Context: an optimization exercise on an open-source flow, tuned for small area, a short achievable clock period and few clock cycles per item. The choices shown serve that exercise and are no tape-out recipe. Only simulation tests tie the RTL to the original design; equivalence was not proved. Power is estimated from default activity; no workload was simulated.

===== flow/run.sh =====
#!/bin/bash
# synth_recipe.tcl (not shown) runs the flow's synth.tcl, then flattens the netlist and writes it again
# the make line also repeats each setting of config.mk as NAME=value (left out here)
make -C /OpenROAD-flow-scripts/flow DESIGN_CONFIG=/design/flow/config.mk WORK_HOME=/design/flow/orfs CLKGATE_MAP_FILE= SYNTH_SCRIPT=/design/flow/synth_recipe.tcl finish

===== flow/config.mk =====
export PLATFORM = sky130hd
export DESIGN_NAME = transport_receiver_connection_fsm
export DESIGN_NICKNAME = transport_receiver_connection_fsm
export VERILOG_FILES = /design/flow/design.v
export SDC_FILE = /design/flow/constraint.sdc
export NUM_CORES = 4
export LEC_CHECK = 0
export CAP_MARGIN = 20
export CORE_MARGIN = 2
export CORE_UTILIZATION = 40
export SETUP_SLACK_MARGIN = 4
export SLEW_MARGIN = 20
export TNS_END_PERCENT = 5

===== flow/constraint.sdc =====
create_clock -name core_clock -period 8.0 [get_ports {clock}]
set_input_delay 1.6000 -clock core_clock [delete_from_list [all_inputs] [get_ports {clock}]]
set_output_delay 1.6000 -clock core_clock [all_outputs]
set_load 0.01 [all_outputs]

===== flow/design.v =====
`timescale 1ns / 1ps
package trcf_pkg;
   localparam int FIELD_LEN_W = 13;
   localparam logic [1:0] CMD_SEGMENT = 2'd0;
   localparam logic [1:0] CMD_LISTEN  = 2'd1;
   localparam logic [1:0] CMD_CONSUME = 2'd2;
   localparam logic [1:0] CMD_TICK    = 2'd3;
   localparam logic [2:0] SEG_SYN  = 3'd0;
   localparam logic [2:0] SEG_FIN  = 3'd2;
   localparam logic [2:0] SEG_DATA = 3'd4;
   localparam logic [1:0] REPLY_SYNACK  = 2'd0;
   localparam logic [1:0] REPLY_FINACK  = 2'd1;
   localparam logic [1:0] REPLY_DATAACK = 2'd2;
   localparam logic [1:0] STATUS_OK      = 2'd0;
   localparam logic [1:0] STATUS_REFUSED = 2'd1;
   localparam logic [1:0] STATUS_SHORT   = 2'd2;
   localparam logic [1:0] STATUS_NO_SLOT = 2'd3;
   localparam logic [1:0] CONN_CLOSED = 2'd0;
   localparam logic [1:0] CONN_LISTEN = 2'd1;
   localparam logic [1:0] CONN_OPEN   = 2'd2;
   localparam logic [1:0] CONN_CWAIT  = 2'd3;
   localparam logic [2:0] REG_ENABLE    = 3'd0;
   localparam logic [2:0] REG_PORT0     = 3'd1;
   localparam logic [2:0] REG_CLOSEWAIT = 3'd5;
   localparam logic [15:0] CLOSEWAIT_RESET = 16'd100;
   typedef struct packed {
      logic [FIELD_LEN_W-1:0] read_length;
      logic [FIELD_LEN_W-1:0] seg_length;
      logic [31:0]            seq_num;
      logic [15:0]            to_port;
      logic [15:0]            from_port;
      logic [7:0]             src_node;
      logic [2:0]             seg_type;
      logic [1:0]             slot;
   } req_data_type;
   typedef struct packed {
      logic [FIELD_LEN_W-1:0] buffered_bytes;
      logic [1:0]             slot_state;
      logic [1:0]             status;
      logic [31:0]            reply_ack_num;
      logic [15:0]            reply_from_port;
      logic [15:0]            reply_to_port;
      logic [7:0]             reply_node;
      logic                   reply_valid;
   } rsp_data_type;
   typedef struct packed {
      logic [1:0]             conn_state;
      logic [7:0]             peer_node;
      logic [15:0]            peer_port;
      logic [31:0]            expected_seq;
      logic [FIELD_LEN_W-1:0] used_bytes;
      logic [15:0]            closewait_count;
   } slot_entry_type;
   localparam int SLOT_ENTRY_W = 2 + 8 + 16 + 32 + FIELD_LEN_W + 16;
   typedef struct packed {
      logic [31:0] a;
      logic [31:0] b;
      logic        sub;
   } alu_op_type;
   typedef struct packed {
      logic [31:0] result;
      logic        borrow;
      logic        zero;
   } alu_res_type;
endpackage
`timescale 1ns / 1ps
import trcf_pkg::*;
module transport_receiver_connection_fsm
#(
   parameter int SLOTS     = 4,
   parameter int BUF_BYTES = 4096
) (
   input  logic         clock,
   input  logic         reset,
   input  logic         req_tvalid,
   output logic         req_tready,
   input  logic [103:0] req_tdata,
   input  logic [1:0]   req_tuser,
   output logic         rsp_tvalid,
   input  logic         rsp_tready,
   output logic [95:0]  rsp_tdata,
   output logic [1:0]   rsp_tuser,
   input  logic         csr_valid,
   output logic         csr_ready,
   input  logic [2:0]   csr_index,
   input  logic [15:0]  csr_data
);
   logic [3:0]  enable_ff;
   logic [15:0] port_ff [4];
   logic [15:0] closewait_ff;
   assign csr_ready = !reset;
   logic [15:0] csr_wdata;
   assign csr_wdata = reset ? 16'd0 : csr_data;
   always_ff @(posedge clock) begin
      if (reset || (csr_valid && csr_index == 3'd0)) enable_ff <= csr_wdata[3:0];
      if (reset || (csr_valid && csr_index == 3'd5)) begin
         closewait_ff <= reset ? CLOSEWAIT_RESET : csr_data;
      end
      for (int i = 0; i < 4; i++) begin
         if (reset || (csr_valid && csr_index == 3'(i + 1))) port_ff[i] <= csr_wdata;
      end
   end
   logic        rv_ff;
   logic        acc;
   assign req_tready = !reset && (!rv_ff || rsp_tready);
   assign acc        = req_tvalid && req_tready;
   logic [15:0] r_to;
   logic [3:0]  match, s1_sel;
   logic        s1_seg, s1_lis, s1_con, s1_tick;
   logic        s1_syn, s1_fin, s1_data;
   logic [7:0]  s1_node;
   logic [15:0] s1_from;
   logic [31:0] s1_seq;
   logic [12:0] r_slen, r_rlen;
   assign r_to    = req_tdata[44:29];
   assign s1_seg  = (req_tuser == CMD_SEGMENT);
   assign s1_lis  = (req_tuser == CMD_LISTEN);
   assign s1_con  = (req_tuser == CMD_CONSUME);
   assign s1_tick = (req_tuser == CMD_TICK);
   assign s1_syn  = (req_tdata[4:2] == SEG_SYN);
   assign s1_fin  = (req_tdata[4:2] == SEG_FIN);
   assign s1_data = (req_tdata[4:2] == SEG_DATA);
   assign s1_node = req_tdata[12:5];
   assign s1_from = req_tdata[28:13];
   assign s1_seq  = req_tdata[76:45];
   assign r_slen  = req_tdata[89:77];
   assign r_rlen  = req_tdata[102:90];
   always_comb begin
      for (int i = 0; i < 4; i++) begin
         match[i] = enable_ff[i] && (port_ff[i] == r_to);
      end
      if (s1_seg) begin
         s1_sel[0] = match[0];
         s1_sel[1] = match[1] && !match[0];
         s1_sel[2] = match[2] && !match[1] && !match[0];
         s1_sel[3] = match[3] && !match[2] && !match[1] && !match[0];
      end else begin
         for (int i = 0; i < 4; i++) s1_sel[i] = (req_tdata[1:0] == 2'(i));
      end
   end
   logic [1:0]  st_ff   [4];
   logic [7:0]  node_ff [4];
   logic [15:0] pport_ff[4];
   logic [31:0] seq_ff  [4];    
   logic [11:0] used_ff [4];
   logic        found;
   logic [31:0] seq_sum;
   assign found   = |s1_sel;
   logic [3:0] peq_i, seq_i;
   always_comb begin
      for (int i = 0; i < 4; i++) begin
         peq_i[i] = (node_ff[i] == s1_node) && (pport_ff[i] == s1_from);
         seq_i[i] = (seq_ff[i] == s1_seq);
      end
   end
   logic [12:0] addop;
   logic [13:0] sum_i [4];
   logic [7:0]  lo_i [4];
   logic [6:0]  hi0_i [4];
   logic [6:0]  hi1_i [4];
   logic [3:0]  ok_i;
   logic [12:0] fcar_i [4];
   logic [12:0] cbor_i [4];
   assign addop = s1_con ? {~r_rlen[11:0], 1'b1} : {r_slen[11:0], 1'b0};
   always_comb begin
      for (int i = 0; i < 4; i++) begin
         lo_i[i]  = {1'b0, used_ff[i][5:0], 1'b1} + {1'b0, addop[6:0]};
         hi0_i[i] = {1'b0, used_ff[i][11:6]} + {1'b0, addop[12:7]};
         hi1_i[i] = {1'b0, used_ff[i][11:6]} + {1'b0, addop[12:7]} + 7'd1;
         sum_i[i] = {lo_i[i][7] ? hi1_i[i] : hi0_i[i], lo_i[i][6:0]};
         fcar_i[i] = {1'b0, used_ff[i]} + {1'b0, r_slen[11:0]};
         cbor_i[i] = {1'b0, used_ff[i]} - {1'b0, r_rlen[11:0]};
         ok_i[i]  = s1_con ? (!cbor_i[i][12] && !r_rlen[12]) : (!fcar_i[i][12] && !r_slen[12]);
      end
   end
   logic [13:0] seq_lo;
   logic [18:0] seq_hi1;
   assign seq_lo  = {1'b0, s1_seq[12:0]} + {1'b0, r_slen};
   assign seq_hi1 = s1_seq[31:13] + 19'd1;
   assign seq_sum = {seq_lo[13] ? seq_hi1 : s1_seq[31:13], seq_lo[12:0]};
   logic [1:0]  status_i [4];
   logic [1:0]  rtype_i [4];
   logic [3:0]  reply_i, dack_i;
   logic [3:0]  w_peer_i, w_seq_i, w_used_i_, w_fin_i, w_lis_i;
   always_comb begin
      for (int i = 0; i < 4; i++) begin
         status_i[i]  = STATUS_OK;
         rtype_i[i]   = REPLY_SYNACK;
         reply_i[i]   = 1'b0;
         dack_i[i]    = 1'b0;
         w_peer_i[i]  = 1'b0;
         w_seq_i[i]   = 1'b0;
         w_used_i_[i] = 1'b0;
         w_fin_i[i]   = 1'b0;
         w_lis_i[i]   = 1'b0;
         if (s1_seg) begin
            status_i[i] = STATUS_REFUSED;
            case (st_ff[i])
               CONN_LISTEN: begin
                  if (s1_syn) begin
                     w_peer_i[i] = 1'b1;
                     w_seq_i[i]  = 1'b1;
                     status_i[i] = STATUS_OK;
                     reply_i[i]  = 1'b1;
                  end
               end
               CONN_OPEN: begin
                  if (peq_i[i]) begin
                     if (s1_syn) begin
                        w_seq_i[i]  = 1'b1;
                        status_i[i] = STATUS_OK;
                        reply_i[i]  = 1'b1;
                     end else if (s1_data) begin
                        status_i[i] = STATUS_OK;
                        rtype_i[i]  = REPLY_DATAACK;
                        if (!seq_i[i]) begin
                           reply_i[i] = 1'b1;
                           dack_i[i]  = 1'b1;
                        end else if (ok_i[i]) begin
                           w_seq_i[i]   = 1'b1;
                           w_used_i_[i] = 1'b1;
                           reply_i[i]   = 1'b1;
                           dack_i[i]    = 1'b1;
                        end
                     end else if (s1_fin) begin
                        w_fin_i[i]  = 1'b1;
                        status_i[i] = STATUS_OK;
                        reply_i[i]  = 1'b1;
                        rtype_i[i]  = REPLY_FINACK;
                     end
                  end
               end
               CONN_CWAIT: begin
                  if (s1_fin) begin
                     status_i[i] = STATUS_OK;
                     reply_i[i]  = 1'b1;
                     rtype_i[i]  = REPLY_FINACK;
                  end
               end
               default: ;
            endcase
         end else if (s1_lis) begin
            if (enable_ff[i] && st_ff[i] == CONN_CLOSED) begin
               w_lis_i[i] = 1'b1;
            end else begin
               status_i[i] = STATUS_REFUSED;
            end
         end else if (s1_con) begin
            if (!enable_ff[i] || st_ff[i] != CONN_OPEN) begin
               status_i[i] = STATUS_REFUSED;
            end else if (!ok_i[i]) begin
               status_i[i] = STATUS_SHORT;
            end else begin
               w_used_i_[i] = 1'b1;
            end
         end
         if (!reply_i[i]) rtype_i[i] = REPLY_SYNACK;
      end
   end
   logic [1:0]  status, rtype;
   logic        reply, dack;
   always_comb begin
      status = (s1_seg && !found) ? STATUS_NO_SLOT : 2'd0;
      rtype  = 2'd0;
      for (int i = 0; i < 4; i++) begin
         status = status | ({2{s1_sel[i]}} & status_i[i]);
         rtype  = rtype  | ({2{s1_sel[i]}} & rtype_i[i]);
      end
      reply = |(s1_sel & reply_i);
      dack  = |(s1_sel & dack_i);
   end
   logic [3:0] rsel_ff;         
   logic [3:0] asel_ff;         
   logic [3:0] hsel_ff;         
   logic [1:0] status_ff;
   logic [1:0] rtype_ff;
   always_ff @(posedge clock) begin
      if (reset) begin
         rv_ff <= 1'b0;
      end else if (acc) begin
         rv_ff <= 1'b1;
      end else if (rsp_tready) begin
         rv_ff <= 1'b0;
      end
   end
   always_ff @(posedge clock) begin
      if (acc) begin
         status_ff <= status;
         rtype_ff  <= rtype;
         rsel_ff   <= s1_sel & reply_i;
         asel_ff   <= s1_sel & dack_i;
         hsel_ff   <= s1_sel;
      end
   end
   logic [7:0]  o_node;
   logic [15:0] o_to, o_from;
   logic [31:0] o_ack;
   logic [1:0]  o_state;
   logic [11:0] o_used;
   always_comb begin
      o_node  = '0;
      o_to    = '0;
      o_from  = '0;
      o_ack   = '0;
      o_state = '0;
      o_used  = '0;
      for (int i = 0; i < 4; i++) begin
         o_node  = o_node  | ({8{rsel_ff[i]}}  & node_ff[i]);
         o_to    = o_to    | ({16{rsel_ff[i]}} & pport_ff[i]);
         o_from  = o_from  | ({16{rsel_ff[i]}} & port_ff[i]);
         o_ack   = o_ack   | ({32{asel_ff[i]}} & seq_ff[i]);
         o_state = o_state | ({2{hsel_ff[i]}}  & st_ff[i]);
         o_used  = o_used  | ({12{hsel_ff[i]}} & used_ff[i]);
      end
   end
   assign rsp_tvalid = rv_ff;
   assign rsp_tuser  = rtype_ff;
   assign rsp_tdata  = {6'd0, 1'b0, o_used, o_state, status_ff, o_ack, o_from, o_to, o_node,
                        |rsel_ff};
   logic [31:0] wseq;
   logic [1:0]  wst;
   assign wseq = s1_data ? seq_sum : s1_seq;
   assign wst  = (reset || s1_tick) ? CONN_CLOSED :
                 s1_lis             ? CONN_LISTEN :
                 s1_fin             ? CONN_CWAIT  : CONN_OPEN;
   logic [3:0]  tick_i, close_i, w_st_i, w_used_i, w_shi_i, w_slo_i;
   logic [15:0] slo_n [4];
   logic [11:0] used_n [4];
   always_comb begin
      for (int i = 0; i < 4; i++) begin
         tick_i[i]   = acc && s1_tick && st_ff[i] == CONN_CWAIT;
         close_i[i]  = tick_i[i] && (seq_ff[i][15:1] == 15'd0);
         w_st_i[i]   = reset || close_i[i] || (acc && s1_sel[i] && (w_peer_i[i] || w_fin_i[i] || w_lis_i[i]));
         w_used_i[i] = reset || close_i[i] || (acc && s1_sel[i] && w_used_i_[i]);
         w_shi_i[i]  = acc && s1_sel[i] && w_seq_i[i];
         w_slo_i[i]  = (acc && s1_sel[i] && (w_seq_i[i] || w_fin_i[i])) || (tick_i[i] && !close_i[i]);
         used_n[i]   = (reset || s1_tick) ? 12'd0 : sum_i[i][12:1];
         slo_n[i]    = s1_tick ? seq_ff[i][15:0] - 16'd1 :
                       s1_fin  ? closewait_ff : wseq[15:0];
      end
   end
   always_ff @(posedge clock) begin
      for (int i = 0; i < 4; i++) begin
         if (w_st_i[i]) st_ff[i] <= wst;
         if (w_used_i[i]) used_ff[i] <= used_n[i];
         if (acc && s1_sel[i] && w_peer_i[i]) begin
            node_ff[i]  <= s1_node;
            pport_ff[i] <= s1_from;
         end
         if (w_shi_i[i]) seq_ff[i][31:16] <= wseq[31:16];
         if (w_slo_i[i]) seq_ff[i][15:0] <= slo_n[i];
      end
   end
endmodule

==> results of run 1 <==
-- cell families (layout without fill, tap and decap cells) --
kind of cell             after synthesis  count (layout)  synth area share (%)
other                                  1              11               0.01475
adder cells (fa/ha/maj)              183             183                 9.271
flip-flops                           381             381                 44.96
buffers and inverters                216             467                 3.445
XOR/XNOR                             414             414                 14.26
multiplexers                           9               9                0.4035
AO/OA/AOI/OAI                        543             545                 14.43
AND/OR/NAND/NOR                      675             675                 13.22
-- power breakdown --
part / switching, mW / internal, mW
Sequential: 0.0978 / 2.30
Clock: 0.903 / 1.36
Combinational: 0.720 / 0.540
Total: 1.72 / 4.20
-- placed cells by master, fill, tap and decap left out, types with 14 or more instances in the layout --
master | netlist | final
nand4_1 | 49 | 49
nand2_1 | 207 | 200
and3_1 | 17 | 17
ha_1 | 174 | 164
nor4_1 | 56 | 38
edfxtp_1 | 380 | 380
clkbuf_2 | 0 | 16
nor3_1 | 53 | 41
nor4_2 | 3 | 18
xnor2_1 | 233 | 216
dlygate4sd2_1 | 0 | 28
buf_4 | 8 | 66
a21oi_1 | 92 | 83
o21ai_0 | 88 | 62
o21ai_1 | 17 | 27
nand3_1 | 46 | 46
a21o_1 | 39 | 39
dlymetal6s2s_1 | 0 | 35
a211oi_1 | 24 | 20
a22oi_1 | 174 | 174
a31oi_1 | 16 | 14
xor2_1 | 181 | 178
nor2b_1 | 38 | 38
xnor2_2 | 0 | 17
nor2_1 | 136 | 129
clkdlybuf4s50_1 | 0 | 137
inv_1 | 72 | 58
clkbuf_16 | 0 | 46
-- worst max path at each step --
stage / startpoint / end / slack (ps) / cells after the start
finish: req_tdata[89] / seq_ff[0][31]$_DFFE_PP_ / 3850 / 8
floorplan: req_tuser[0] / used_ff[2][11]$_SDFFCE_PN0P_ / 3830 / 13
global route: req_tdata[50] / seq_ff[2][29]$_DFFE_PP_ / 3760 / 10
detailed placement: req_tdata[101] / seq_ff[3][29]$_DFFE_PP_ / 1860 / 12
CTS: req_tuser[1] / pport_ff[1][11]$_DFFE_PP_ / 3870 / 8
global placement: req_tdata[99] / seq_ff[3][29]$_DFFE_PP_ / 1820 / 12
-- worst max-delay path, cell delays in order --
cell	delay (ps)
clkdlybuf4s50_1	590
ha_1	480
and3_1	180
nand4_1	140
a311o_2	500
or4_4	600
nor3_4	200
xor2_2	240
-- state kept, by name (all words and copies together), names as in the netlist --
register and count:
node_ff 32, asel_ff 4, st_ff 8, closewait_ff 16
port_ff 64, enable_ff 4, pport_ff 64, rv_ff 1
used_ff 48, rtype_ff 2, seq_ff 128, hsel_ff 4
status_ff 2, rsel_ff 4
-- what timing repair did --
| item | 4_1_cts | 5_1_grt |
|---|---|---|
| setup endpoints to repair | 435 | 379 |
| gates cloned | 7 | 0 |
| buffers inserted | 25 | 26 |
| resized for setup | 195 | 145 |
| pin swaps | 23 | 32 |
-- stage by stage --
stage / total power [mW] / hold slack, ps
4_1_cts: 5.882 / 620.1
3_3_place_gp: 3.532 / 583.4
6_report: 5.924 / 617.2
3_5_place_dp: 3.560 / 603.7
2_1_floorplan: 3.123 / 608.3
5_1_grt: 6.131 / 638.0
-- metal layers --
| layer | vias up | share of wire, % | GRT usage, % |
|---|---|---|---|
| li1 | 9417 | - | - |
| met1 | 10186 | 40 | 34.49 |
| met2 | 968 | 47 | 44.51 |
| met3 | 197 | 7.4 | 4.031 |
| met4 | 6 | 4.7 | 11.31 |
| met5 | - | 0.036 | 0 |
-- final cells by class --
class	count	area, sq um
Timing Repair Buffer	306	3072
Clock inverter	35	461.7
Sequential cell	381	11430
Inverter	75	295.3
Tap cell	846	1059
Clock buffer	50	1166
Timing Repair inverter	1	5.005
Fill cell	5677	31370
Antenna cell	4	10.01
Multi-Input combinational cell	1833	14090
==> flow_summary.ini, run 1 <==
[sta]
rsz0062_at_grt = true
final_hold_viol_count = 0
setup_viol = 0
fin_crit_ps = 4148
fin_crit_sh_pct = 51.85
skew_ps = 16.00
fmax_ghz = 0.2411
drv_slew = 0
slew_headroom_pct = 36.02
timing.setup.tns_ps = 0
fin_ws_ps = 3852
worst_pin_slew_ps = 957.4

[place]
portBuffers = 222
placed_cells = 3384
dpl_cell_area_sq_um = 28480
pre_cts_ws_ps = 1859
hpwl_um = 65070
routabilityCongestion = 0.9585

[critical_path]
r2r_slack_ps = 4840
reg2reg_depth = 9
start_kind = input port
timing.rr.end = seq_ff[1][5]$_DFFE_PP_
cp_max_fo = 7
crit_path_end_kind = flop
r2r_start = seq_ff[1][9]$_DFFE_PP_
path_class = input port to flop
arrival_ps = 4560
critPathRequiredTime_ps = 8410

[floorplan]
io_pins = 231
coreArea_sq_um = 62970
fp.dieW_um = 256.1
fp-row-count = 92
start_util_pct = 40.38
dieHeight_um = 256.1
die_area_sq_um = 65600

[yosys]
ys.warnings.count = 17
ys_ff_latch = 381
yosysSeqAreaShare_pct = 44.96
synth_cells = 2422
post-synth-top-count-cell = edfxtp_1
yosysTopAreaCellShare_pct = 44.88
synth_edf_count = 380
synth_common_cells = edfxtp_1 (380), xnor2_1 (233), nand2_1 (207)
syn_avg_cell_area_sq_um = 10.50
yosysUniqueCellTypes = 76
yosys_most_used_dff = edfxtp_1
synth.area.top_cells = edfxtp_1 (45%), ha_1 (8.6%), xnor2_1 (8.0%), xor2_1 (6.2%), a22oi_1 (5.1%)
yosys.area.top_type = edfxtp_1
async_reset_ff_share_pct = 0
synth_area_sq_um = 25430

[global_route]
gr-total-overflow = 0
grt_pass1_vias = 20382
grt_max_degree = 46
antenna_found_initial = 6
grt_pass1_wl_um = 132000
grt.total_usage_pct = 26.68

[cells_and_area]
stdcell_count = 3531
drive_above_1_share_pct = 13.35
fin_util_pct = 50.17
area_growth_pct = 24.24
final_nets = 2957
design_area_sq_um = 31590

[route]
first_pass_iters = 6
finalWirelength_um = 90780
drc = 0
wire_per_inst_um = 25.71
vias = 20774
viasPerCell = 5.883
drt_iter0_drc = 1913
ant_nets = 0

[cts]
htree_levels = 2
path_clk_slew_ps = 60
cts-root-buf = clkbuf_16
cts_made_buffers = 46
cts_hold_buf = 0
cts.sinks = 381
insertion_delay_ps = 600
ctsLongestPathBuffers = 3
cts_tree = done

[power_and_ir_drop]
power_density_nw_per_um2 = 187.5
peakVddDrop_v = 0.0001484
p_leak_nw = 11.89

[hold_path]
whs_path_depth = 3
min-delay-start = rv_ff$_SDFFE_PP0P_
min_to = rv_ff$_SDFFE_PP0P_
hp-class = flop to flop

[run]
drv_cap = 0

[run_status]
outcome = complete, no violations
Testbench counts, summed over its fixed seeds: cycles 4,808, items 4,800.
==> run 2, diff against run 1 <==
==> flow/flow/run.sh (new file) <==
#!/bin/bash
# The standard layout (the standard.sh, unchanged synthesis and steps), except that the
# ports are buffered with the smallest buffer cell instead of the one buffer_ports picks.
# Every port still gets its own buffer. ORFS writes each step's log under orfs/logs; the
# make output of the whole run goes to standard.log here.
set -euo pipefail
export BUFFER_PORTS_ARGS="-buffer_cell sky130_fd_sc_hd__buf_1"
bash standard.sh > standard.log 2>&1
==> flow/standard.sh (new file) <==
#!/bin/bash
# synth_recipe.tcl (not shown) runs the flow's synth.tcl, then flattens the netlist and writes it again
# the make line also repeats each setting of config.mk as NAME=value (left out here)
make -C /OpenROAD-flow-scripts/flow DESIGN_CONFIG=/design/flow/config.mk WORK_HOME=/design/flow/orfs CLKGATE_MAP_FILE= SYNTH_SCRIPT=/design/flow/synth_recipe.tcl "${@:-finish}"
removed: flow/run.sh
==> run 2 against run 1 <==
Total power down 5.3%. Final cell count decreased by 0.71%. Hold slack lost 6.8 ps. Via count fell by 2.0%. Largest cell class unchanged. Largest power group unchanged.
==> flow_summary.ini, run 2 <==
[yosys]
ys.warnings.count = 17
yosysSeqAreaShare_pct = 44.96
synth_area_sq_um = 25430
async_reset_ff_share_pct = 0
syn_avg_cell_area_sq_um = 10.50
synth_edf_count = 380
yosysTopAreaCellShare_pct = 44.88
synth_cells = 2422
yosys.area_share.simple_pct = 13.22
synth_top_family_by_area = compound AO/OA/AOI/OAI gates
synth_xor_area_share_pct = 14.26
synth.area.top_cells = edfxtp_1 (45%), ha_1 (8.6%), xnor2_1 (8.0%), xor2_1 (6.2%), a22oi_1 (5.1%)
ys_ff_latch = 381
yosys.area.top_type = edfxtp_1
yosys_most_used_dff = edfxtp_1
synth_fa_ha_area_share_pct = 9.271
synth_compound_area_share_pct = 14.43
yosysUniqueCellTypes = 76
post-synth-top-count-cell = edfxtp_1
synth_common_cells = edfxtp_1 (380), xnor2_1 (233), nand2_1 (207)
synth.mux.area_fraction_pct = 0.4035

[run_status]
outcome = complete, no violations

[cells_and_area]
final_cell_mix = edfxtp_1 (380), xnor2_1 (230), nand2_1 (206)
largest_reg_flops = 128
area_growth_pct = 14.84
register_area_sq_um = 11430
fillers = 5925
multi_input_area_sq_um = 13510
top_register = seq_ff
final_common_cell = edfxtp_1
drive_above_1_share_pct = 8.773
final_nets = 2931
reg.largest.list = seq_ff (128), port_ff (64), pport_ff (64)
fin_util_pct = 46.38

[cts]
ctsLongestPathBuffers = 3
cts-root-buf = clkbuf_16
cts_made_buffers = 47
path_clk_slew_ps = 60
cts_hold_buf = 0
insertion_delay_ps = 590
cts_tree = done
cts.sinks = 381
htree_levels = 2

[floorplan]
io_pins = 231
coreArea_sq_um = 62970
dieHeight_um = 256.1
start_util_pct = 40.38
fp-row-count = 92
die_area_sq_um = 65600
fp.dieW_um = 256.1

[place]
routabilityCongestion = 0.9682
portBuffers = 222
pre_cts_ws_ps = 2205
hpwl_um = 64560

[sta]
fmax_ghz = 0.2478
rsz0062_at_grt = true
drv_slew = 0
timing.setup.tns_ps = 0
final_hold_viol_count = 0
fin_crit_ps = 4036
worst_pin_slew_ps = 954.0
fin_ws_ps = 3964
fin_crit_sh_pct = 50.45
holdWs_ps = 610.4
slew_headroom_pct = 36.02
skew_ps = 22.55
setup_viol = 0

[global_route]
top_usage_layer = met2
grt_max_degree = 46
antenna_found_initial = 10
grtUsageMet3_pct = 3.763
grt_use_met1_pct = 32.92
grt.total_usage_pct = 25.70
grt_use_met2_pct = 43.33
grt_pass1_wl_um = 128100
grt_pass1_vias = 20355
gr-total-overflow = 0

[critical_path]
path_class = input port to flop
crit_path_end_kind = flop
start_kind = input port
r2r_slack_ps = 4680
critPathRequiredTime_ps = 8290
crit_path_start = req_tdata[100]
arrival_ps = 4330
cp_max_fo = 6
timing.rr.end = used_ff[3][9]$_SDFFCE_PN0P_
reg2reg_depth = 12
endpoint = used_ff[3][9]$_SDFFCE_PN0P_
r2r_start = used_ff[3][9]$_SDFFCE_PN0P_

[power_and_ir_drop]
peakVddDrop_v = 0.0001812
p_leak_nw = 10.56
power_mw = 5.612
power_density_nw_per_um2 = 192.2

[run]
drv_cap = 0

[route]
ant_nets = 0
drt_iter0_drc = 2100
first_pass_iters = 5
vias = 20350
drc = 0
wire_per_inst_um = 24.77
finalWirelength_um = 86830
viasPerCell = 5.804

[hold_path]
hp-class = flop to flop
## run 2: cell counts after synthesis
No cell type changed its count.
## run 2: report_power, final
| group | switching (mW) | internal, mW |
|---|---|---|
| combinational | 0.674 | 0.433 |
| clock | 0.888 | 1.22 |
| sequential | 0.0932 | 2.30 |
## run 2: cells by family after synthesis
kind of cell             after synthesis
AO/OA/AOI/OAI                        543
XOR/XNOR                             414
adder cells (fa/ha/maj)              183
buffers and inverters                216
flip-flops                           381
multiplexers                           9
other                                  1
AND/OR/NAND/NOR                      675
## run 2: final cells by class
cell class              instances  share of cell area, %
well taps                     846                  3.625
inverters                      75                 0.9984
flip-flops and latches        381                  39.15
repair buffers                281                  4.795
clock inverters                29                 0.9598
multi-input cells            1832                  46.27
diodes                          4                0.03428
clock buffers                  58                  4.169
## run 2: how the worst min path moves through the flow
| stage | cells after the start | from | slack [ps] | endpoint |
|---|---|---|---|---|
| after detailed placement | 3 | rv_ff$_SDFFE_PP0P_ | 600 | rv_ff$_SDFFE_PP0P_ |
| after CTS | 3 | rv_ff$_SDFFE_PP0P_ | 610 | rv_ff$_SDFFE_PP0P_ |
| final | 3 | rv_ff$_SDFFE_PP0P_ | 610 | rv_ff$_SDFFE_PP0P_ |
| after global routing | 3 | rv_ff$_SDFFE_PP0P_ | 670 | rv_ff$_SDFFE_PP0P_ |
| after global placement | 3 | rv_ff$_SDFFE_PP0P_ | 580 | rv_ff$_SDFFE_PP0P_ |
| after floorplan | 2 | closewait_ff[13]$_SDFFCE_PP0P_ | 610 | seq_ff[0][13]$_DFFE_PP_ |
## run 2: stage by stage
stage	instance area [sq um]	instances
after global routing	29200	3504
after CTS	28910	3489
after global placement	27140	3390
after floorplan	25580	2428
final	29200	3506
after detailed placement	27140	3390
## run 2: routing by layer
| metal | wire length, um | part of all wire [%] |
|---|---|---|
| met3 | 6151 | 7.1 |
| met2 | 41410 | 48 |
| met4 | 3911 | 4.5 |
| met1 | 35280 | 41 |
| met5 | 75 | 0.086 |
## run 2: what timing repair did
item | CTS | global route
setup endpoints to repair | 284 | 302
pin swaps | 10 | 6
gates cloned | 1 | 1
buffers inserted | 11 | 12
resized for setup | 46 | 50
## run 2: critical path, stage by stage
cell and delay, ps:
buf_1 110, inv_1 140, ha_1 320, nand2_1 50, o21ai_1 320, a211oi_1 170, nor4_4 290, a211oi_1 80
buf_4 190, nor4_4 290, a32oi_1 140, o31ai_4 240, buf_4 190, buf_4 200
==> run 3, diff against run 2 <==
--- a/flow/config.mk
+++ b/flow/config.mk
@@ -8,6 +8,6 @@
 export CAP_MARGIN = 20
 export CORE_MARGIN = 2
 export CORE_UTILIZATION = 40
-export SETUP_SLACK_MARGIN = 4
+export SETUP_SLACK_MARGIN = 4.4
 export SLEW_MARGIN = 20
 export TNS_END_PERCENT = 5
==> run 3 against run 2 <==
Clock-buffer cell count down 3. Hold slack better by 14 ps. Clock power decreased by 5%. Sequential cell count stayed put. Largest cell class unchanged.
==> flow_summary.ini, run 3 <==
[yosys]
syn_avg_cell_area_sq_um = 10.50
async_reset_ff_share_pct = 0
synth.area.top_cells = edfxtp_1 (45%), ha_1 (8.6%), xnor2_1 (8.0%), xor2_1 (6.2%), a22oi_1 (5.1%)
synth_edf_count = 380
yosysTopAreaCellShare_pct = 44.88
yosys_most_used_dff = edfxtp_1
synth_cells = 2422
post-synth-top-count-cell = edfxtp_1
ys_ff_latch = 381
synth_area_sq_um = 25430
yosysSeqAreaShare_pct = 44.96
synth_common_cells = edfxtp_1 (380), xnor2_1 (233), nand2_1 (207)
yosys.area.top_type = edfxtp_1
ys.warnings.count = 17
yosysUniqueCellTypes = 76

[power_and_ir_drop]
power.internal_mw = 3.921
power.share.switching_pct = 30.41
comb_power_share_pct = 21.8
pwr-share-seq_pct = 42.6
peakVddDrop_v = 0.0001497
clkPwrFrac_pct = 35.6
p_switching_mw = 1.714
p_leak_nw = 11.16
power_density_nw_per_um2 = 184.2

[sta]
drv_slew = 0
fmax_ghz = 0.2609
skew_ps = 19.50
fin_crit_ps = 3833
worst_pin_slew_ps = 925.9
slew_headroom_pct = 38.13
final_hold_viol_count = 0
setup_viol = 0
timing.setup.tns_ps = 0
fin_crit_sh_pct = 47.91
rsz0062_at_grt = true

[critical_path]
critPathRequiredTime_ps = 8280
cp_max_fo = 16
cp_common_cell = nand2_1
crit_chain = buf_2 > xnor2_1 > nand4_1 > nor4_1 > nand2_1 > o21bai_1 > nand2_1 > a31oi_4 > o21ai_4 > buf_12
cp_num_buf_inv = 2
start_kind = input port
critical-path-top-delay-family = simple AND/OR/NAND/NOR gates
cpPeakStageDelay_ps = 510
cp_slowest_cell = xnor2_1
arrival_ps = 4110
path_class = input port to flop
crit_path_end_kind = flop

[cells_and_area]
largest_reg_flops = 128
fin_util_pct = 48.58
final_cell_mix = edfxtp_1 (380), xnor2_1 (223), nand2_1 (196)
final_common_cell = edfxtp_1
drive_above_1_share_pct = 15.96
reg.largest.list = seq_ff (128), port_ff (64), pport_ff (64)
final_nets = 2965
area_growth_pct = 20.29
fillers = 5819
top_register = seq_ff

[global_route]
grt.total_usage_pct = 27.01
grt_max_degree = 46
antenna_found_initial = 11
grt_pass1_vias = 20600
gr-total-overflow = 0
grt_pass1_wl_um = 133500

[route]
viasPerCell = 5.959
drt_iter0_drc = 2106
wire_per_inst_um = 26.12
first_pass_iters = 8
finalWirelength_um = 92370
ant_nets = 0
vias = 21076
drc = 0

[place]
routabilityCongestion = 0.9550
portBuffers = 222
hpwl_um = 65440

[cts]
cts_made_buffers = 45
insertion_delay_ps = 590
htree_levels = 2
cts-root-buf = clkbuf_16
cts.sinks = 381
ctsLongestPathBuffers = 3
path_clk_slew_ps = 60
cts_tree = done

[floorplan]
fp.dieW_um = 256.1
die_area_sq_um = 65600
start_util_pct = 40.38
dieHeight_um = 256.1
io_pins = 231
fp-row-count = 92
coreArea_sq_um = 62970

[run_status]
outcome = complete, no violations

[run]
drv_cap = 0

[hold_path]
hp-class = flop to flop
[run 3: area by class of cell]
class                      instances  area, sq um  share of cell area, %
multi-input combinational       1839        14370                  46.96
inverter                          75        297.8                 0.9736
timing repair buffer             310         2027                  6.627
clock inverter                    28        215.2                 0.7036
clock buffer                      55         1185                  3.874
antenna                            3        7.507                0.02454
tap                              846         1059                  3.461
sequential                       381        11430                  37.37
[run 3: what timing repair did]
action,in CTS,in global routing
buffers inserted,42,22
hold buffers,0,0
pin swaps,27,32
gates cloned,8,4
setup endpoints to repair,493,417
gates resized for setup,218,73
[run 3: routing by layer]
metal | vias to the layer above | part of all wire, % | GRT usage [%]
met1 | 10413 | 41 | 35.72
met4 | 12 | 3.9 | 10.59
met5 | - | 0.079 | 0
li1 | 9449 | - | -
met2 | 1015 | 48 | 44.86
met3 | 187 | 7.5 | 3.595
[run 3: per-stage QoR]
stage	hold slack [ps]	total power, mW	std cells	cell area (sq um)	worst slack (ps)
2_1_floorplan	608.3	3.147	2428	25840	4043
3_3_place_gp	582.7	3.476	3375	27240	2280
3_5_place_dp	611.9	3.506	3375	27240	2244
4_1_cts	634.7	5.602	3508	30080	4231
5_1_grt	703.8	5.851	3536	30580	4168
6_report	624.2	5.635	3537	30590	4167
[run 3: cell families after synthesis]
logic type / Yosys count / share of synthesized area [%]
simple gates: 675 / 13.22
compound gates: 543 / 14.43
xor+xnor: 414 / 14.26
flops: 381 / 44.96
buf+inv: 216 / 3.445
fa+ha+maj: 183 / 9.271
mux: 9 / 0.4035
other cells: 1 / 0.01475
[run 3: worst min-delay path, cell delays in order (launching register included)]
cell	delay [ps]
dfxtp_1	300
nor2b_1	140
nor2_1	90
nor2_1	40
[run 3: worst paths after layout]
| path | startpoint | to | slack, ps | cells after the start |
|---|---|---|---|---|
| hold reg to reg | rv_ff$_SDFFE_PP0P_ | rv_ff$_SDFFE_PP0P_ | 620 | 3 |
| setup reg to reg | seq_ff[2][5]$_DFFE_PP_ | used_ff[2][7]$_SDFFCE_PN0P_ | 4870 | 9 |
| setup / recovery | req_tdata[54] | seq_ff[1][9]$_DFFE_PP_ | 4170 | 10 |
| hold / removal | rv_ff$_SDFFE_PP0P_ | rv_ff$_SDFFE_PP0P_ | 620 | 3 |
[run 3: power groups by stage]
| stage | sequential, mW | clock, mW | combinational (mW) |
|---|---|---|---|
| floorplan | 2.40 | 0 | 0.749 |
| global placement | 2.44 | 0 | 1.04 |
| detailed placement | 2.44 | 0 | 1.07 |
| CTS | 2.40 | 2.03 | 1.17 |
| global route | 2.41 | 2.11 | 1.33 |
| finish | 2.40 | 2.00 | 1.23 |
==> run 4, diff against run 3 <==
--- a/flow/config.mk
+++ b/flow/config.mk
@@ -8,6 +8,9 @@
 export CAP_MARGIN = 20
 export CORE_MARGIN = 2
 export CORE_UTILIZATION = 40
-export SETUP_SLACK_MARGIN = 4.4
+export CTS_BUF_LIST = sky130_fd_sc_hd__clkbuf_16
+export CTS_CLUSTER_DIAMETER = 100
+export CTS_CLUSTER_SIZE = 24
+export SETUP_SLACK_MARGIN = 4
 export SLEW_MARGIN = 20
 export TNS_END_PERCENT = 5
==> run 4 against run 3 <==
Still clean on timing, DRC and antenna. Register-to-register slack got worse by 140 ps. Global-route usage decreased by 1.6 points. Utilization decreased by 3.3 points. Largest power group unchanged.
==> flow_summary.ini, run 4 <==
[run_status]
outcome = complete, no violations

[global_route]
gr-total-overflow = 0
grt_max_degree = 46
grt_pass1_wl_um = 127200
grt_pass1_vias = 20048
grt.total_usage_pct = 25.45
antenna_found_initial = 9

[critical_path]
critPathRequiredTime_ps = 8280
cpPeakStageDelay_ps = 540
arrival_ps = 4300
reg2reg_depth = 11
start_kind = input port
cp_slowest_cell = nor4_1
timing.rr.end = used_ff[3][7]$_SDFFCE_PN0P_
crit_path_end_kind = flop
path_class = input port to flop
cp_num_buf_inv = 2
crit_chain = buf_1 > xor2_1 > nor4_1 > nand4_1 > nor3_2 > nand2_1 > nor2_1 > a31oi_4 > o21ai_4 > buf_12
r2r_start = used_ff[3][9]$_SDFFCE_PN0P_
cp_max_fo = 16
critical-path-top-delay-family = simple AND/OR/NAND/NOR gates
r2r_slack_ps = 4730

[place]
pre_cts_ws_ps = 2205
hpwl_um = 64560
portBuffers = 222
routabilityCongestion = 0.9682

[cts]
cts_made_buffers = 23
cts_tree = done
insertion_delay_ps = 600
htree_levels = 1
cts.sinks = 381
path_clk_slew_ps = 90
cts_hold_buf = 0
cts-root-buf = clkbuf_16
ctsLongestPathBuffers = 3

[yosys]
yosysSeqAreaShare_pct = 44.96
synth_edf_count = 380
yosys.area.top_type = edfxtp_1
async_reset_ff_share_pct = 0
ys.warnings.count = 17
yosysUniqueCellTypes = 76
synth.area.top_cells = edfxtp_1 (45%), ha_1 (8.6%), xnor2_1 (8.0%), xor2_1 (6.2%), a22oi_1 (5.1%)
ys_ff_latch = 381
syn_avg_cell_area_sq_um = 10.50
synth_common_cells = edfxtp_1 (380), xnor2_1 (233), nand2_1 (207)
post-synth-top-count-cell = edfxtp_1
synth_cells = 2422
yosys_most_used_dff = edfxtp_1
yosysTopAreaCellShare_pct = 44.88
synth_area_sq_um = 25430

[sta]
fmax_ghz = 0.2484
setup_viol = 0
rsz0062_at_grt = true
worst_pin_slew_ps = 1001
fin_crit_sh_pct = 50.33
holdWs_ps = 611.3
drv_slew = 0
fin_ws_ps = 3974
timing.setup.tns_ps = 0
fin_crit_ps = 4026
final_hold_viol_count = 0
slew_headroom_pct = 33.25
skew_ps = 43.05

[route]
vias = 20094
top_layer = met5
drt_iter0_drc = 2155
wire_per_inst_um = 24.94
viasPerCell = 5.813
first_pass_iters = 7
finalWirelength_um = 86230
drt-met1-wl_um = 35190
met2_length_um = 41590
route.met3.wl_um = 5883
ant_nets = 0
drc = 0

[run]
drv_cap = 0

[cells_and_area]
reg.largest.list = seq_ff (128), port_ff (64), pport_ff (64)
final_nets = 2904
final_common_cell = edfxtp_1
largest_reg_flops = 128
final_cell_mix = edfxtp_1 (380), xnor2_1 (230), nand2_1 (206)
top_register = seq_ff
drive_above_1_share_pct = 7.863
area_growth_pct = 12.04

[floorplan]
dieHeight_um = 256.1
coreArea_sq_um = 62970
die_area_sq_um = 65600
io_pins = 231
start_util_pct = 40.38
fp.dieW_um = 256.1
fp-row-count = 92

[power_and_ir_drop]
power_density_nw_per_um2 = 171.0
p_leak_nw = 10.25
peakVddDrop_v = 0.0001403

[hold_path]
min-delay-start = rv_ff$_SDFFE_PP0P_
hp-class = flop to flop
whs_path_depth = 3
min_to = rv_ff$_SDFFE_PP0P_
==> run 4: per-stage QoR <==
stage               cells  power (mW)  instance area, sq um  utilization [%]
global placement     3390       3.450                 27140            43.10
floorplan            2428       3.123                 25580                -
global route         3455       5.069                 28480            45.24
CTS                  3443       4.848                 28210            44.80
finish               3457       4.870                 28490            45.24
detailed placement   3390       3.480                 27140            43.10
==> run 4: logic make-up (layout without fill, tap and decap cells) <==
group	after synthesis	in the layout	share of synthesized area (%)
XOR/XNOR	414	414	14.26
buffers and inverters	216	394	3.445
adder cells (fa/ha/maj)	183	183	9.271
flip-flops	381	381	44.96
AO/OA/AOI/OAI	543	544	14.43
multiplexers	9	9	0.4035
AND/OR/NAND/NOR	675	675	13.22
other	1	11	0.01475
==> run 4: worst max path at each step <==
stage,from,endpoint,slack (ps),cells after the start
5_1_grt,req_tdata[14],used_ff[3][0]$_SDFFCE_PN0P_,3890,11
4_1_cts,req_tdata[83],seq_ff[0][31]$_DFFE_PP_,3890,10
3_3_place_gp,req_tdata[99],seq_ff[3][29]$_DFFE_PP_,2210,12
2_1_floorplan,req_tuser[0],used_ff[2][11]$_SDFFCE_PN0P_,3830,13
3_5_place_dp,req_tdata[101],seq_ff[3][27]$_DFFE_PP_,2200,12
6_report,req_tdata[6],seq_ff[1][1]$_DFFE_PP_,3970,10
==> run 4: area by class of cell <==
cell class	instances	area [sq um]
antenna	4	10.01
clock buffer	23	575.6
clock inverter	18	202.7
fill	6003	34480
inverter	75	287.8
multi-input combinational	1832	13510
sequential	381	11430
tap	846	1059
timing repair buffer	278	1411
==> run 4: where the power goes <==
part           internal, mW  switching [mW]
logic                 0.430           0.673
registers              2.30          0.0928
clock network         0.620           0.755
==> run 4: routing by layer <==
layer | vias to the layer above | track usage [%]
met4 | 12 | 9.470
met1 | 9803 | 32.95
met3 | 162 | 3.496
met2 | 828 | 43.28
li1 | 9289 | -
met5 | - | 0
==> run 4: worst register-to-register path, cell delays in order (launching register included) <==
cell       delay (ps)
edfxtp_1          500
ha_1              340
a211oi_1          320
o21ai_2           150
a2111oi_2         310
a211oi_1          130
buf_4             180
nor4_4            300
a32oi_1           140
o31ai_4           290
buf_12            160
clkbuf_4          210
==> run 4: timing repair <==
item                       4_1_cts  5_1_grt
hold endpoints to repair         0        0
cloned                           1        2
setup endpoints to repair      289      288
pin swaps                       10        6
resized for setup               48       54
setup buffers                   11        8
==> run 5, diff against run 4 <==
--- a/flow/config.mk
+++ b/flow/config.mk
@@ -11,6 +11,7 @@
 export CTS_BUF_LIST = sky130_fd_sc_hd__clkbuf_16
 export CTS_CLUSTER_DIAMETER = 100
 export CTS_CLUSTER_SIZE = 24
+export PLACE_DENSITY = 0.7
 export SETUP_SLACK_MARGIN = 4
 export SLEW_MARGIN = 20
 export TNS_END_PERCENT = 5
==> run 5 against run 4 <==
Still clean on timing, DRC and antenna. Final cell count decreased by 0.55%. Combinational power about the same. Synthesized cell count unchanged. Fmax fell by 4.5%. Global-route usage is 0.83 points lower. Clock-buffer cell count unchanged. First-iteration DRC count rose by 13%. Register-to-register slack worse by 80 ps. Largest cell class unchanged. Largest power group unchanged.
==> flow_summary.ini, run 5 <==
[global_route]
grt_pass1_wl_um = 123900
grt_max_degree = 46
antenna_found_initial = 11
grt.total_usage_pct = 24.62
grt_pass1_vias = 19822
gr-total-overflow = 0

[cells_and_area]
multi_input_area_sq_um = 13470
final_nets = 2888
reg.largest.list = seq_ff (128), port_ff (64), pport_ff (64)
stdcell_count = 3438
top_register = seq_ff
final_cell_mix = edfxtp_1 (380), xnor2_1 (229), nand2_1 (205)
register_area_sq_um = 11430
drive_above_1_share_pct = 6.607
largest_reg_flops = 128
final_common_cell = edfxtp_1
fillers = 5972
area_growth_pct = 11.00

[yosys]
synth_common_cells = edfxtp_1 (380), xnor2_1 (233), nand2_1 (207)
async_reset_ff_share_pct = 0
ys_ff_latch = 381
synth_area_sq_um = 25430
yosys_most_used_dff = edfxtp_1
post-synth-top-count-cell = edfxtp_1
yosysSeqAreaShare_pct = 44.96
yosysTopAreaCellShare_pct = 44.88
synth_edf_count = 380
yosysUniqueCellTypes = 76
ys.warnings.count = 17
yosys.area.top_type = edfxtp_1
syn_avg_cell_area_sq_um = 10.50
synth_cells = 2422
synth.area.top_cells = edfxtp_1 (45%), ha_1 (8.6%), xnor2_1 (8.0%), xor2_1 (6.2%), a22oi_1 (5.1%)

[route]
drc = 0
drt_iter0_drc = 2428
first_pass_iters = 5
finalWirelength_um = 83840
viasPerCell = 5.887
ant_nets = 0
wire_per_inst_um = 24.39
vias = 20240

[sta]
fin_crit_ps = 4216
timing.setup.tns_ps = 0
rsz0062_at_grt = true
final_hold_viol_count = 0
slew_headroom_pct = 39.46
setup_viol = 0
holdWs_ps = 610.9
worst_pin_slew_ps = 898.7
fmax_ghz = 0.2372
drv_slew = 0
skew_ps = 25.90
fin_crit_sh_pct = 52.70

[floorplan]
coreArea_sq_um = 62970
fp-row-count = 92
start_util_pct = 40.38
dieHeight_um = 256.1
fp.dieW_um = 256.1
io_pins = 231
die_area_sq_um = 65600

[critical_path]
timing.rr.end = used_ff[0][11]$_SDFFCE_PN0P_
critPathRequiredTime_ps = 8360
r2r_slack_ps = 4650
r2r_start = used_ff[0][2]$_SDFFCE_PN0P_
path_class = input port to flop
start_kind = input port
arrival_ps = 4580
reg2reg_depth = 9
cp_max_fo = 7
crit_path_end_kind = flop

[run]
drv_cap = 0

[place]
routabilityCongestion = 0.9635
placed_cells = 3384
hpwl_um = 62680
portBuffers = 222

[cts]
htree_levels = 1
path_clk_slew_ps = 100
cts-root-buf = clkbuf_16
cts_made_buffers = 23
cts_tree = done
insertion_delay_ps = 580
ctsLongestPathBuffers = 3
cts.sinks = 381

[run_status]
outcome = complete, no violations

[hold_path]
min_to = rv_ff$_SDFFE_PP0P_
min-delay-start = rv_ff$_SDFFE_PP0P_
hp-class = flop to flop
whs_path_depth = 3

[power_and_ir_drop]
power_density_nw_per_um2 = 169.5
power_mw = 4.784
p_leak_nw = 10.08
peakVddDrop_v = 0.0002053
run 5: how the worst max path moves through the flow:
stage | end | from | cells past startpoint
3_5_place_dp | seq_ff[0][9]$_DFFE_PP_ | req_tuser[0] | 11
3_3_place_gp | seq_ff[3][27]$_DFFE_PP_ | req_tuser[0] | 9
4_1_cts | used_ff[3][11]$_SDFFCE_PN0P_ | req_tuser[0] | 15
6_report | seq_ff[0][28]$_DFFE_PP_ | req_tdata[49] | 9
2_1_floorplan | used_ff[2][11]$_SDFFCE_PN0P_ | req_tuser[0] | 13
5_1_grt | used_ff[2][11]$_SDFFCE_PN0P_ | req_tuser[0] | 15
run 5: metal layers:
metal | vias to the layer above | track usage [%] | wire length (um)
met2 | 923 | 40.20 | 39290
met1 | 9892 | 32.13 | 33810
met5 | - | 0 | 77
met4 | 14 | 10.33 | 3799
met3 | 168 | 4.466 | 6854
li1 | 9243 | - | -
run 5: final cells by class:
type	count	area share (%)
antenna	4	0.03546
clock buffer	23	2.039
clock inverter	15	0.4965
inverter	75	1.011
multi-input combinational	1832	47.72
sequential	381	40.50
tap	846	3.750
timing repair buffer	262	4.451
run 5: logic make-up after synthesis:
logic type      Yosys count  share of synthesized area, %
compound gates          543                         14.43
flops                   381                         44.96
other cells               1                       0.01475
xor+xnor                414                         14.26
buf+inv                 216                         3.445
simple gates            675                         13.22
fa+ha+maj               183                         9.271
mux                       9                        0.4035
run 5: metrics by stage:
step                setup WS (ps)  instance area (sq um)  utilization (%)
global placement             2180                  27090            43.03
floorplan                    3826                  25580                -
detailed placement           2076                  27100            43.04
global route                 3742                  28220            44.82
finish                       3784                  28220            44.83
CTS                          3844                  28090            44.61
run 5: repair_timing:
| action | in CTS | in global routing |
|---|---|---|
| gates resized for setup | 34 | 40 |
| cloned | 1 | 0 |
| buffers inserted | 8 | 3 |
| pin swaps | 5 | 2 |
| hold buffers | 0 | 0 |
| endpoints found under the setup margin | 274 | 324 |
run 5: worst max-delay path: stages:
cell     delay (ps)
buf_1           520
ha_1            370
nor2_1           80
o21ai_1         230
nand4_1         190
a311o_1         480
or3_1           540
nor3_2          240
xor2_1          340
run 5: power breakdown:
| group | leakage (nW) | internal, mW | switching [mW] |
|---|---|---|---|
| combinational | 6.15 | 0.420 | 0.666 |
| clock | 0.364 | 0.554 | 0.754 |
| sequential | 3.56 | 2.30 | 0.0914 |
==> run 6, diff against run 5 <==
--- a/flow/config.mk
+++ b/flow/config.mk
@@ -7,11 +7,10 @@
 export LEC_CHECK = 0
 export CAP_MARGIN = 20
 export CORE_MARGIN = 2
-export CORE_UTILIZATION = 40
+export CORE_UTILIZATION = 50
 export CTS_BUF_LIST = sky130_fd_sc_hd__clkbuf_16
 export CTS_CLUSTER_DIAMETER = 100
 export CTS_CLUSTER_SIZE = 24
-export PLACE_DENSITY = 0.7
 export SETUP_SLACK_MARGIN = 4
 export SLEW_MARGIN = 20
 export TNS_END_PERCENT = 5
==> run 6 against run 5 <==
Largest cell class unchanged. Clock-buffer cell count fell by 2. Non-clock buffer count rose by 5. Utilization rose by 11 points. Sequential share of layout area rose by 0.15 points. Synthesized area did not move. Die area fell by 20%. Routed wire length rose by 2.4%. Worst setup slack improved by 140 ps. Still clean on timing, DRC and antenna. Global-route usage rose by 7.1 points. Largest power group unchanged. Highest routed layer unchanged.
==> flow_summary.ini, run 6 <==
[power_and_ir_drop]
power_density_nw_per_um2 = 168.2
clkPwrFrac_pct = 26.0
p_leak_nw = 10.15
pwr-share-seq_pct = 50.9
power.share.switching_pct = 31.23
p_switching_mw = 1.477
comb_power_share_pct = 23.1
peakVddDrop_v = 0.0001667
power.internal_mw = 3.253
power_mw = 4.731

[yosys]
yosys.area.top_type = edfxtp_1
synth_area_sq_um = 25430
ys.warnings.count = 17
yosysSeqAreaShare_pct = 44.96
async_reset_ff_share_pct = 0
yosysTopAreaCellShare_pct = 44.88
synth_edf_count = 380
syn_avg_cell_area_sq_um = 10.50
synth.area.top_cells = edfxtp_1 (45%), ha_1 (8.6%), xnor2_1 (8.0%), xor2_1 (6.2%), a22oi_1 (5.1%)
yosysUniqueCellTypes = 76
synth_common_cells = edfxtp_1 (380), xnor2_1 (233), nand2_1 (207)
synth_cells = 2422
post-synth-top-count-cell = edfxtp_1
ys_ff_latch = 381
yosys_most_used_dff = edfxtp_1

[critical_path]
arrival_ps = 2470
critPathRequiredTime_ps = 6400
crit_path_end_kind = output port
cp_max_fo = 40
reg2reg_depth = 8
start_kind = input port
path_class = input port to output port

[floorplan]
fp.dieW_um = 229.5
die_area_sq_um = 52670
start_util_pct = 50.68
io_pins = 231
fp-row-count = 82
dieHeight_um = 229.5
coreArea_sq_um = 50170

[sta]
fin_crit_ps = 4071
fmax_ghz = 0.2456
timing.setup.tns_ps = 0
skew_ps = 41.30
rsz0062_at_grt = true
final_hold_viol_count = 0
worst_pin_slew_ps = 930.5
setup_viol = 0
drv_slew = 0
slew_headroom_pct = 37.81
fin_crit_sh_pct = 50.89
holdWs_ps = 614.0

[global_route]
grt_max_degree = 46
antenna_found_initial = 7
grt_pass1_wl_um = 125700
gr-total-overflow = 0
grt_pass1_vias = 19871
grt.total_usage_pct = 31.70

[route]
drt_iter0_drc = 1983
vias = 20235
drc = 0
ant_nets = 0
first_pass_iters = 5
finalWirelength_um = 85890
wire_per_inst_um = 26.26
viasPerCell = 6.188

[place]
hpwl_um = 64950
placed_cells = 3210
portBuffers = 222
routabilityCongestion = 0.9716

[cells_and_area]
drive_above_1_share_pct = 7.410
fillers = 4442
final_cell_mix = edfxtp_1 (380), xnor2_1 (229), nand2_1 (204)
top_register = seq_ff
final_nets = 2891
area_growth_pct = 10.58
stdcell_count = 3270
largest_reg_flops = 128
reg.largest.list = seq_ff (128), port_ff (64), pport_ff (64)
multi_input_area_sq_um = 13570
register_area_sq_um = 11430
fin_util_pct = 56.05
final_common_cell = edfxtp_1

[cts]
htree_levels = 1
path_clk_slew_ps = 100
ctsLongestPathBuffers = 3
cts_made_buffers = 21
cts.sinks = 381
cts_tree = done
cts-root-buf = clkbuf_16
insertion_delay_ps = 580

[run]
drv_cap = 0

[run_status]
outcome = complete, no violations

[hold_path]
hp-class = flop to flop
whs_path_depth = 3
## run 6: final timing paths
path / slack [ps] / start / end
hold / removal: 610 / rv_ff$_SDFFE_PP0P_ / rv_ff$_SDFFE_PP0P_
hold reg to reg: 610 / rv_ff$_SDFFE_PP0P_ / rv_ff$_SDFFE_PP0P_
setup / recovery: 3930 / reset / csr_ready
setup reg to reg: 4740 / seq_ff[1][9]$_DFFE_PP_ / rtype_ff[0]$_DFFE_PP_
## run 6: final cells by class
cell class	instances	share of cell area [%]
clock inverters	15	0.4628
clock buffers	21	1.869
flip-flops and latches	381	40.65
diodes	7	0.06230
well taps	672	2.990
multi-input cells	1832	48.28
repair buffers	267	4.663
inverters	75	1.023
## run 6: timing repair
item | in CTS | in global routing
hold buffers | 0 | 0
gates cloned | 1 | 3
buffers inserted | 7 | 6
pin swaps | 7 | 5
resized for setup | 24 | 82
endpoints found under the setup margin | 299 | 349
## run 6: stage by stage
| step | setup slack, ps | area, sq um |
|---|---|---|
| finish | 3929 | 28120 |
| global route | 3876 | 28110 |
| CTS | 3802 | 27740 |
| detailed placement | 2311 | 26880 |
| global placement | 2285 | 26880 |
| floorplan | 3826 | 25580 |
## run 6: per-layer routing
layer / share of wire (%) / wire, um / global-route usage, %
met1: 42 / 35990 / 43.09
met2: 47 / 39940 / 51.28
met3: 6.5 / 5540 / 3.175
met4: 5.1 / 4405 / 14.57
met5: 0.014 / 12 / 0
## run 6: cell families after synthesis
| logic type | count (synthesis) | share of synthesized area [%] |
|---|---|---|
| AO/OA/AOI/OAI | 543 | 14.43 |
| multiplexers | 9 | 0.4035 |
| XOR/XNOR | 414 | 14.26 |
| adder cells (fa/ha/maj) | 183 | 9.271 |
| AND/OR/NAND/NOR | 675 | 13.22 |
| other | 1 | 0.01475 |
| buffers and inverters | 216 | 3.445 |
| flip-flops | 381 | 44.96 |
## run 6: worst max-delay path: stages
cell	delay, ps
clkbuf_2	90
clkbuf_8	320
clkinvlp_4	270
buf_1	170
## run 6: power by group through the flow
stage / combinational [mW] / clock [mW] / sequential [mW]
floorplan: 0.726 / 0 / 2.40
global placement: 1.00 / 0 / 2.45
detailed placement: 1.03 / 0 / 2.45
CTS: 1.05 / 1.25 / 2.41
global route: 1.20 / 1.31 / 2.42
finish: 1.09 / 1.23 / 2.41
==> run 7, diff against run 6 <==
--- a/flow/config.mk
+++ b/flow/config.mk
@@ -7,10 +7,10 @@
 export LEC_CHECK = 0
 export CAP_MARGIN = 20
 export CORE_MARGIN = 2
-export CORE_UTILIZATION = 50
+export CORE_UTILIZATION = 40
 export CTS_BUF_LIST = sky130_fd_sc_hd__clkbuf_16
 export CTS_CLUSTER_DIAMETER = 100
 export CTS_CLUSTER_SIZE = 24
-export SETUP_SLACK_MARGIN = 4
+export SETUP_SLACK_MARGIN = 4.2
 export SLEW_MARGIN = 20
-export TNS_END_PERCENT = 5
+export TNS_END_PERCENT = 0
==> run 7 against run 6 <==
Via count is 2.0% higher. Critical endpoint is now req_tready. Sequential share of layout area is 1.6 points lower. Clock power is 4% higher. Synthesized cell count stayed put. Non-clock buffer count is 23 higher. Worst setup slack better by 180 ps. Routed wire length is 2.6% higher. Combinational power is 9% higher.
==> flow_summary.ini, run 7 <==
[run_status]
outcome = complete, no violations

[global_route]
grt_pass1_vias = 20114
grt.total_usage_pct = 25.37
antenna_found_initial = 8
gr-total-overflow = 0
grt_max_degree = 46
grt_pass1_wl_um = 126900

[cells_and_area]
multi_input_area_sq_um = 14130
register_area_sq_um = 11430
final_cell_mix = edfxtp_1 (380), xnor2_1 (227), nand2_1 (200)
final_common_cell = edfxtp_1
design_area_sq_um = 29270
reg.largest.list = seq_ff (128), port_ff (64), pport_ff (64)
top_register = seq_ff
stdcell_count = 3466
fin_util_pct = 46.48
largest_reg_flops = 128
area_growth_pct = 15.11
drive_above_1_share_pct = 12.12
final_nets = 2917
fillers = 5907

[sta]
fin_crit_ps = 3896
setup_viol = 0
timing.setup.tns_ps = 0
fin_ws_ps = 4104
final_hold_viol_count = 0
worst_pin_slew_ps = 910.6
fmax_ghz = 0.2567
holdWs_ps = 604.6
drv_slew = 0
slew_headroom_pct = 38.65
rsz0062_at_grt = true
fin_crit_sh_pct = 48.70
skew_ps = 22.35

[yosys]
syn_avg_cell_area_sq_um = 10.50
synth_compound_area_share_pct = 14.43
synth_area_sq_um = 25430
synth_cells = 2422
synth_edf_count = 380
synth_common_cells = edfxtp_1 (380), xnor2_1 (233), nand2_1 (207)
yosysUniqueCellTypes = 76
yosysSeqAreaShare_pct = 44.96
synth_xor_area_share_pct = 14.26
ys_ff_latch = 381
yosys.area_share.simple_pct = 13.22
post-synth-top-count-cell = edfxtp_1
yosysTopAreaCellShare_pct = 44.88
yosys.area.top_type = edfxtp_1
synth.mux.area_fraction_pct = 0.4035
synth.area.top_cells = edfxtp_1 (45%), ha_1 (8.6%), xnor2_1 (8.0%), xor2_1 (6.2%), a22oi_1 (5.1%)
synth_fa_ha_area_share_pct = 9.271
ys.warnings.count = 17
synth_top_family_by_area = compound AO/OA/AOI/OAI gates
yosys_most_used_dff = edfxtp_1
async_reset_ff_share_pct = 0

[place]
pre_cts_ws_ps = 2040
routabilityCongestion = 0.9415
hpwl_um = 64820
placed_cells = 3375
dpl_cell_area_sq_um = 27180
portBuffers = 222

[floorplan]
dieHeight_um = 256.1
fp.dieW_um = 256.1
fp-row-count = 92
start_util_pct = 40.38
io_pins = 231
coreArea_sq_um = 62970
die_area_sq_um = 65600

[cts]
cts.sinks = 381
cts_made_buffers = 22
path_clk_slew_ps = 90
cts-root-buf = clkbuf_16
cts_tree = done
ctsLongestPathBuffers = 3
htree_levels = 1
insertion_delay_ps = 580

[hold_path]
whs_path_depth = 3
hp-class = flop to flop
min_to = rv_ff$_SDFFE_PP0P_
min-delay-start = rv_ff$_SDFFE_PP0P_

[route]
vias = 20641
drc = 0
finalWirelength_um = 88080
first_pass_iters = 8
wire_per_inst_um = 25.41
drt_iter0_drc = 2065
ant_nets = 0
viasPerCell = 5.955

[critical_path]
r2r_slack_ps = 4850
start_kind = input port
cp_slowest_cell = clkbuf_4
cpPeakStageDelay_ps = 180
path_class = input port to output port
r2r_start = used_ff[1][10]$_SDFFCE_PN0P_
crit_path_end_kind = output port
critPathRequiredTime_ps = 6400
reg2reg_depth = 10
timing.rr.end = seq_ff[1][5]$_DFFE_PP_
arrival_ps = 2300
cp_max_fo = 10
crit_chain = clkbuf_4 > buf_12 > nor2_1 > clkbuf_2

[power_and_ir_drop]
power_density_nw_per_um2 = 166.2
p_leak_nw = 10.47
power_mw = 4.865
peakVddDrop_v = 0.0001254

[run]
drv_cap = 0
-- run 7: cell counts after synthesis --
No cell type changed its count.
-- run 7: cell type report --
| type | instances | area share, % |
|---|---|---|
| clock inverter | 13 | 0.4189 |
| antenna | 4 | 0.03420 |
| multi-input combinational | 1834 | 48.26 |
| tap | 846 | 3.616 |
| clock buffer | 23 | 1.966 |
| sequential | 381 | 39.05 |
| timing repair buffer | 290 | 5.651 |
| inverter | 75 | 0.9960 |
-- run 7: how the worst max path moves through the flow --
stage,slack [ps],start,cells past startpoint,end
after floorplan,4040,req_tdata[101],10,seq_ff[3][0]$_DFFE_PP_
after global placement,2130,req_tuser[0],11,seq_ff[3][25]$_DFFE_PP_
after detailed placement,2040,req_tuser[0],11,seq_ff[3][25]$_DFFE_PP_
after CTS,3970,req_tuser[0],15,used_ff[1][11]$_SDFFCE_PN0P_
after global routing,4050,req_tdata[85],10,seq_ff[0][31]$_DFFE_PP_
final,4100,reset,4,req_tready
-- run 7: repair_timing --
action | in CTS | in global routing
setup buffers | 16 | 29
gates cloned | 1 | 5
setup endpoints to repair | 403 | 414
gates resized for setup | 40 | 172
hold buffers | 0 | 0
pin swaps | 12 | 41
-- run 7: critical path, delay by kind of cell --
| kind | cells | cell delay, ps |
|---|---|---|
| AND/OR/NAND/NOR | 1 | 170 |
| buffers and inverters | 3 | 520 |
-- run 7: logic make-up after synthesis --
family                     count (synthesis)
AOI/OAI and AO/OA                        543
muxes                                      9
xor gates and xnor gates                 414
DFF                                      381
buffers and inverters                    216
other                                      1
and+or+nand+nor                          675
adders and majority gates                183
-- run 7: power by group --
group          internal [mW]  total (mW)  switching [mW]
registers               2.30        2.40          0.0973
logic                  0.481        1.19           0.712
clock network          0.544        1.28           0.731
-- run 7: metal layers --
metal  GRT usage, %  vias to the layer above  part of all wire (%)
met2          42.46                      953                    47
li1               -                     9299                     -
met3          3.476                      193                   7.4
met1          33.72                    10186                    41
met4          8.642                       10                   4.1
met5              0                        -                 0.068

==> afterwards: timing with drivers on the ports <==
The results above use ideal ports. As a check the final layouts listed here were re-extracted and re-timed, cells and wires unchanged. Step 1 (the two cells are an assumption about what drives the block):
set clk [get_ports {clock}]
set_driving_cell -lib_cell sky130_fd_sc_hd__clkbuf_16 $clk
set_driving_cell -lib_cell sky130_fd_sc_hd__buf_2 [delete_from_list [all_inputs] $clk]
Step 2 adds t to the input delays and takes it off the output delays; t is the mean of the earliest and latest rising clock arrival at the registers after step 1. Input paths then give back, and output paths get back, about the clock's delay inside the block. a / b / c = no drivers / after step 1 / after step 2; a / b = the first two.
run | shift t [ns] | slack for setup (ns) | hold slack, ns | worst slew at a driven data input, ns
run 1 | 0.653 | 3.852 / 3.839 / 3.241 | 0.617 / 0.617 / 0.617 | 0.12
run 2 | 0.641 | 3.964 / 3.950 / 3.342 | 0.610 / 0.610 / 0.610 | 0.12
run 3 | 0.650 | 4.167 / 4.187 / 3.549 | 0.624 / 0.624 / 0.624 | 0.12
run 4 | 0.643 | 3.974 / 3.968 / 3.335 | 0.611 / 0.611 / 0.611 | 0.12
run 5 | 0.636 | 3.784 / 3.815 / 3.179 | 0.611 / 0.611 / 0.611 | 0.14
run 6 | 0.623 | 3.929 / 3.901 / 3.346 | 0.614 / 0.614 / 0.614 | 0.10
run 7 | 0.635 | 4.104 / 4.056 / 3.519 | 0.605 / 0.605 / 0.605 | 0.13
After both steps setup and hold are still met in every run listed. For run 4, which loses most, drivers alone change the setup slack by -0.006 ns; drivers and shift together by -0.639 ns.
